This is an optimization exercise on Yosys and OpenROAD, whose aim is small area and a short achievable clock period, not a production implementation.
Only simulation tests tie the RTL to the original design; equivalence was not proved.
No activity file was given, so power comes from the tool's default toggle rates.

// rv_ex_top
module rv_ex_top (
    input  logic                    clk,
    input  logic                    rst,
    input  logic                    stall_i,
    input  logic                    flush_i,
    input  logic [64-1:0]     pc_i,
    input  logic [64-1:0]     next_pc_i,
    input  logic [32-1:0]     inst_i,
    input  logic [3:0]              alu_op_i,
    input  logic                    word_op_i,
    input  logic [1:0]              src1_sel_i,
    input  logic [2:0]              src2_sel_i,
    input  logic [3:0]              bru_op_i,
    input  logic [2:0]              lsu_size_i,
    input  logic                    dmem_en_i,
    input  logic                    dmem_we_i,
    input  logic                    rf_we_i,
    input  logic [5-1:0]   rf_waddr_i,
    input  logic                    wb_from_mem_i,
    input  logic [64-1:0]     rs1_data_i,
    input  logic [64-1:0]     rs2_data_i,
    output logic [64-1:0]     ex_pc_o,
    output logic [64-1:0]     ex_result_o,
    output logic [64-1:0]     real_npc_o,
    output logic                    br_taken_o,
    output logic [64-1:0]     br_target_o,
    output logic                    dmem_en_o,
    output logic                    dmem_we_o,
    output logic [64-1:0]     dmem_addr_o,
    output logic [64-1:0]     dmem_wdata_o,
    output logic [8-1:0]   dmem_sel_o,
    output logic                    rf_we_o,
    output logic [5-1:0]   rf_waddr_o,
    output logic                    wb_from_mem_o
);
For scale: about 3900 cells after synthesis, ~0.032 sq mm of cells after synthesis.
==> module ex_stage_reg, before the edit <==
module ex_stage_reg (
    input  logic                    clk,
    input  logic                    rst,
    input  logic                    stall_i,
    input  logic                    flush_i,
    input  logic [64-1:0]     pc_i,
    input  logic [64-1:0]     result_i,
    input  logic                    word_op_i,
    input  logic                    br_taken_i,
    input  logic [64-1:0]     br_target_i,
    input  logic [64-1:0]     real_npc_i,
    input  logic [64-1:0]     rs2_data_i,
    input  logic [3:0]              size_i,       
    input  logic                    dmem_en_i,
    input  logic                    dmem_we_i,
    input  logic                    rf_we_i,
    input  logic [5-1:0]   rf_waddr_i,
    input  logic                    wb_from_mem_i,
    output logic [64-1:0]     pc_o,
    output logic [64-1:0]     result_o,
    output logic                    word_op_o,
    output logic                    br_taken_o,
    output logic [64-1:0]     br_target_o,
    output logic [64-1:0]     real_npc_o,
    output logic [64-1:0]     rs2_data_o,
    output logic [3:0]              size_o,
    output logic                    dmem_en_o,
    output logic                    dmem_we_o,
    output logic                    rf_we_o,
    output logic [5-1:0]   rf_waddr_o,
    output logic                    wb_from_mem_o
);
    logic clr;
    assign clr = rst | flush_i;
    always_ff @(posedge clk) begin
        if (clr) begin
            pc_o          <= '0;
            br_taken_o    <= 1'b0;
            real_npc_o    <= '0;
            dmem_en_o     <= 1'b0;
            dmem_we_o     <= 1'b0;
            rf_we_o       <= 1'b0;
            rf_waddr_o    <= '0;
            wb_from_mem_o <= 1'b0;
        end else if (!stall_i) begin
            pc_o          <= pc_i;
            br_taken_o    <= br_taken_i;
            real_npc_o    <= real_npc_i;
            dmem_en_o     <= dmem_en_i;
            dmem_we_o     <= dmem_we_i;
            rf_we_o       <= rf_we_i & (rf_waddr_i != '0);    
            rf_waddr_o    <= rf_waddr_i;
            wb_from_mem_o <= wb_from_mem_i;
        end
    end
    always_ff @(posedge clk) begin
        if (clr || !stall_i) begin
            result_o    <= result_i;
            br_target_o <= br_target_i;
            size_o      <= size_i;
        end
    end
    always_ff @(posedge clk) begin
        if (!stall_i) begin
            word_op_o  <= word_op_i;
            rs2_data_o <= rs2_data_i;
        end
    end
endmodule
==> module rv_ex_top, before the edit <==
module rv_ex_top (
    input  logic                    clk,
    input  logic                    rst,
    input  logic                    stall_i,
    input  logic                    flush_i,
    input  logic [64-1:0]     pc_i,
    input  logic [64-1:0]     next_pc_i,
    input  logic [32-1:0]     inst_i,
    input  logic [3:0]              alu_op_i,
    input  logic                    word_op_i,
    input  logic [1:0]              src1_sel_i,
    input  logic [2:0]              src2_sel_i,
    input  logic [3:0]              bru_op_i,
    input  logic [2:0]              lsu_size_i,
    input  logic                    dmem_en_i,
    input  logic                    dmem_we_i,
    input  logic                    rf_we_i,
    input  logic [5-1:0]   rf_waddr_i,
    input  logic                    wb_from_mem_i,
    input  logic [64-1:0]     rs1_data_i,
    input  logic [64-1:0]     rs2_data_i,
    output logic [64-1:0]     ex_pc_o,
    output logic [64-1:0]     ex_result_o,
    output logic [64-1:0]     real_npc_o,
    output logic                    br_taken_o,
    output logic [64-1:0]     br_target_o,
    output logic                    dmem_en_o,
    output logic                    dmem_we_o,
    output logic [64-1:0]     dmem_addr_o,
    output logic [64-1:0]     dmem_wdata_o,
    output logic [8-1:0]   dmem_sel_o,
    output logic                    rf_we_o,
    output logic [5-1:0]   rf_waddr_o,
    output logic                    wb_from_mem_o
);
    localparam int W = 64;
    logic [rv_ex_pkg::CC_W-1:0]  ctrl_c;
    logic [rv_ex_pkg::CH_W-1:0]  ctrl_h;
    logic [W-1:0]                alu_src1, alu_src2, alu_result;
    logic                        br_taken;
    logic [W-1:0]                br_target, real_npc;
    logic [W-1:0]                ex_result, ex_rs2_data;
    logic                        ex_word_op;
    logic [3:0]                  ex_size;
    logic [W-1:0]                result;
    logic [rv_ex_pkg::CC_W-1:0]  ctrl_c_dec;
    ex_decode u_decode (
        .inst_i(inst_i), .alu_op_i(alu_op_i), .word_op_i(word_op_i),
        .src1_sel_i(src1_sel_i), .src2_sel_i(src2_sel_i),
        .bru_op_i(bru_op_i), .lsu_size_i(lsu_size_i), .rs2_data_i(rs2_data_i),
        .ctrl_c_o(ctrl_c_dec), .ctrl_h_o(ctrl_h)
    );
    assign ctrl_c = ctrl_c_dec & {rv_ex_pkg::CC_W{!(rst | flush_i)}};
    ex_operand_gen u_operand_gen (
        .inst_i(inst_i[32-1:7]), .pc_i(pc_i),
        .rs1_data_i(rs1_data_i), .rs2_data_i(rs2_data_i),
        .ctrl_h_i(ctrl_h),
        .alu_src1_o(alu_src1), .alu_src2_o(alu_src2)
    );
    ex_alu u_alu (
        .ctrl_c_i(ctrl_c), .ctrl_h_i(ctrl_h),
        .src1_i(alu_src1), .src2_i(alu_src2), .result_o(alu_result)
    );
    ex_branch_cond u_branch_cond (
        .bru_op_i(bru_op_i), .rs1_data_i(rs1_data_i), .rs2_data_i(rs2_data_i),
        .br_taken_o(br_taken)
    );
    ex_branch_unit u_branch_unit (
        .ctrl_c_i(ctrl_c), .inst_i(inst_i[32-1:7]),
        .pc_i(pc_i), .next_pc_i(next_pc_i), .rs1_data_i(rs1_data_i),
        .br_taken_i(br_taken), .br_target_o(br_target), .real_npc_o(real_npc)
    );
    ex_stage_reg u_stage_reg (
        .clk(clk), .rst(rst), .stall_i(stall_i), .flush_i(flush_i),
        .pc_i(pc_i), .result_i(alu_result), .word_op_i(word_op_i),
        .br_taken_i(br_taken), .br_target_i(br_target), .real_npc_i(real_npc),
        .rs2_data_i(rs2_data_i),
        .size_i({ctrl_c[rv_ex_pkg::C_SZD], ctrl_c[rv_ex_pkg::C_SZW],
                 ctrl_c[rv_ex_pkg::C_SZH], ctrl_c[rv_ex_pkg::C_SZB]}),
        .dmem_en_i(dmem_en_i), .dmem_we_i(dmem_we_i),
        .rf_we_i(rf_we_i), .rf_waddr_i(rf_waddr_i), .wb_from_mem_i(wb_from_mem_i),
        .pc_o(ex_pc_o), .result_o(ex_result), .word_op_o(ex_word_op),
        .br_taken_o(br_taken_o), .br_target_o(br_target_o), .real_npc_o(real_npc_o),
        .rs2_data_o(ex_rs2_data), .size_o(ex_size),
        .dmem_en_o(dmem_en_o), .dmem_we_o(dmem_we_o),
        .rf_we_o(rf_we_o), .rf_waddr_o(rf_waddr_o), .wb_from_mem_o(wb_from_mem_o)
    );
    assign result = ex_word_op ? {{(W/2){ex_result[W/2-1]}}, ex_result[W/2-1:0]} : ex_result;
    ex_store_format u_store_format (
        .size_i(ex_size), .ofs_i(result[2:0]), .rs2_data_i(ex_rs2_data),
        .wdata_o(dmem_wdata_o), .sel_o(dmem_sel_o)
    );
    assign ex_result_o = result;
    assign dmem_addr_o = result;
endmodule
==> flow/config.mk <==
export PLATFORM = sky130hd
export DESIGN_NAME = rv_ex_top
export DESIGN_NICKNAME = rv_ex_top
export VERILOG_FILES = /design/flow/design.v
export SDC_FILE = /design/flow/constraint.sdc
export NUM_CORES = 4
export LEC_CHECK = 0
export CAP_MARGIN = 20
export CORE_MARGIN = 2
export CORE_UTILIZATION = 50
export PLACE_DENSITY = 0.7
export SETUP_SLACK_MARGIN = 5
export SLEW_MARGIN = 20
==> flow/constraint.sdc <==
create_clock -name core_clock -period 12.0 [get_ports {clk}]
set_input_delay 2.4000 -clock core_clock [delete_from_list [all_inputs] [get_ports {clk}]]
set_output_delay 2.4000 -clock core_clock [all_outputs]
set_load 0.01 [all_outputs]
standard.sh (not shown) runs the stock make flow with config.mk's settings and CLKGATE_MAP_FILE= SYNTH_SCRIPT=/design/flow/synth_recipe.tcl, a recipe that flattens the netlist after the stock synthesis.
==> flow/flow/run.sh <==
#!/bin/bash
# Layout: the standard flow (standard synthesis, floorplan, power grid,
# placement, CTS, routing) unchanged, except for the cells of the port
# buffers that global placement inserts: buf_2 on every input, buf_1 on
# every output (see ports.tcl).
set -euo pipefail
export PRE_GLOBAL_PLACE_TCL="$(pwd)/flow/ports.tcl"
bash standard.sh > standard_flow.log 2>&1
==> flow/flow/ports.tcl <==
# Sourced before global placement: every input port gets a buf_2, every
# output port a buf_1, in place of the single buffer_ports call.
if { [info commands orig_buffer_ports] == "" } {
  rename buffer_ports orig_buffer_ports
  proc buffer_ports { args } {
    orig_buffer_ports -inputs -buffer_cell sky130_fd_sc_hd__buf_2
    orig_buffer_ports -outputs -buffer_cell sky130_fd_sc_hd__buf_1
  }
}
Next try:
--- a/flow/design.v
+++ b/flow/design.v
@@ -165,38 +165,37 @@
 );
     logic clr;
     assign clr = rst | flush_i;
     always_ff @(posedge clk) begin
         if (clr) begin
             pc_o          <= '0;
+            result_o      <= '0;
             br_taken_o    <= 1'b0;
+            br_target_o   <= '0;
             real_npc_o    <= '0;
+            size_o        <= '0;
             dmem_en_o     <= 1'b0;
             dmem_we_o     <= 1'b0;
             rf_we_o       <= 1'b0;
             rf_waddr_o    <= '0;
             wb_from_mem_o <= 1'b0;
         end else if (!stall_i) begin
             pc_o          <= pc_i;
+            result_o      <= result_i;
             br_taken_o    <= br_taken_i;
+            br_target_o   <= br_target_i;
             real_npc_o    <= real_npc_i;
+            size_o        <= size_i;
             dmem_en_o     <= dmem_en_i;
             dmem_we_o     <= dmem_we_i;
             rf_we_o       <= rf_we_i & (rf_waddr_i != '0);    
             rf_waddr_o    <= rf_waddr_i;
             wb_from_mem_o <= wb_from_mem_i;
         end
     end
     always_ff @(posedge clk) begin
-        if (clr || !stall_i) begin
-            result_o    <= result_i;
-            br_target_o <= br_target_i;
-            size_o      <= size_i;
-        end
-    end
-    always_ff @(posedge clk) begin
         if (!stall_i) begin
             word_op_o  <= word_op_i;
             rs2_data_o <= rs2_data_i;
         end
     end
 endmodule
@@ -452,20 +451,18 @@
     logic                        br_taken;
     logic [W-1:0]                br_target, real_npc;
     logic [W-1:0]                ex_result, ex_rs2_data;
     logic                        ex_word_op;
     logic [3:0]                  ex_size;
     logic [W-1:0]                result;
-    logic [rv_ex_pkg::CC_W-1:0]  ctrl_c_dec;
     ex_decode u_decode (
         .inst_i(inst_i), .alu_op_i(alu_op_i), .word_op_i(word_op_i),
         .src1_sel_i(src1_sel_i), .src2_sel_i(src2_sel_i),
         .bru_op_i(bru_op_i), .lsu_size_i(lsu_size_i), .rs2_data_i(rs2_data_i),
-        .ctrl_c_o(ctrl_c_dec), .ctrl_h_o(ctrl_h)
+        .ctrl_c_o(ctrl_c), .ctrl_h_o(ctrl_h)
     );
-    assign ctrl_c = ctrl_c_dec & {rv_ex_pkg::CC_W{!(rst | flush_i)}};
     ex_operand_gen u_operand_gen (
         .inst_i(inst_i[32-1:7]), .pc_i(pc_i),
         .rs1_data_i(rs1_data_i), .rs2_data_i(rs2_data_i),
         .ctrl_h_i(ctrl_h),
         .alu_src1_o(alu_src1), .alu_src2_o(alu_src2)
     );
After rerunning: Combinational power rises by a few percent; sequential power drops by a little under a tenth; sequential share of layout area decreases by 3.6 points; utilization goes down by 0.34 points; non-clock buffer count fell by 7; final area is about the same; global-route usage grows by 0.20 points; setup slack is better by 0.16 ns; count of clock-buffer cells in the layout decreases by 4.

==> what the ideal ports hide <==
How much do the figures lean on ideal ports? The routed layouts below were timed once more, with nothing changed but the port constraints. Step 1 sets driving cells, clkbuf_16 on the clock port and buf_2 on the other inputs (assumed; they add their load-dependent delay and slew). Step 2 adds t to the input delays and takes it off the output delays; t is the mean of the earliest and latest rising clock arrival at the registers after step 1. Input paths then give back, and output paths get back, about the clock's delay inside the block. Three values: ideal, step 1, step 2; two values: the first two.
run | shift t [ns] | setup slack, ns | worst setup path after step 2
the first run | 0.668 | 4.765 / 4.692 / 4.024 | input to register
the second run | 0.657 | 4.929 / 4.939 / 4.282 | input to register
After both steps setup and hold are still met in every run listed. The setup slack of the first run, which loses most, moves by -0.073 ns with the drivers and by -0.741 ns with both steps.
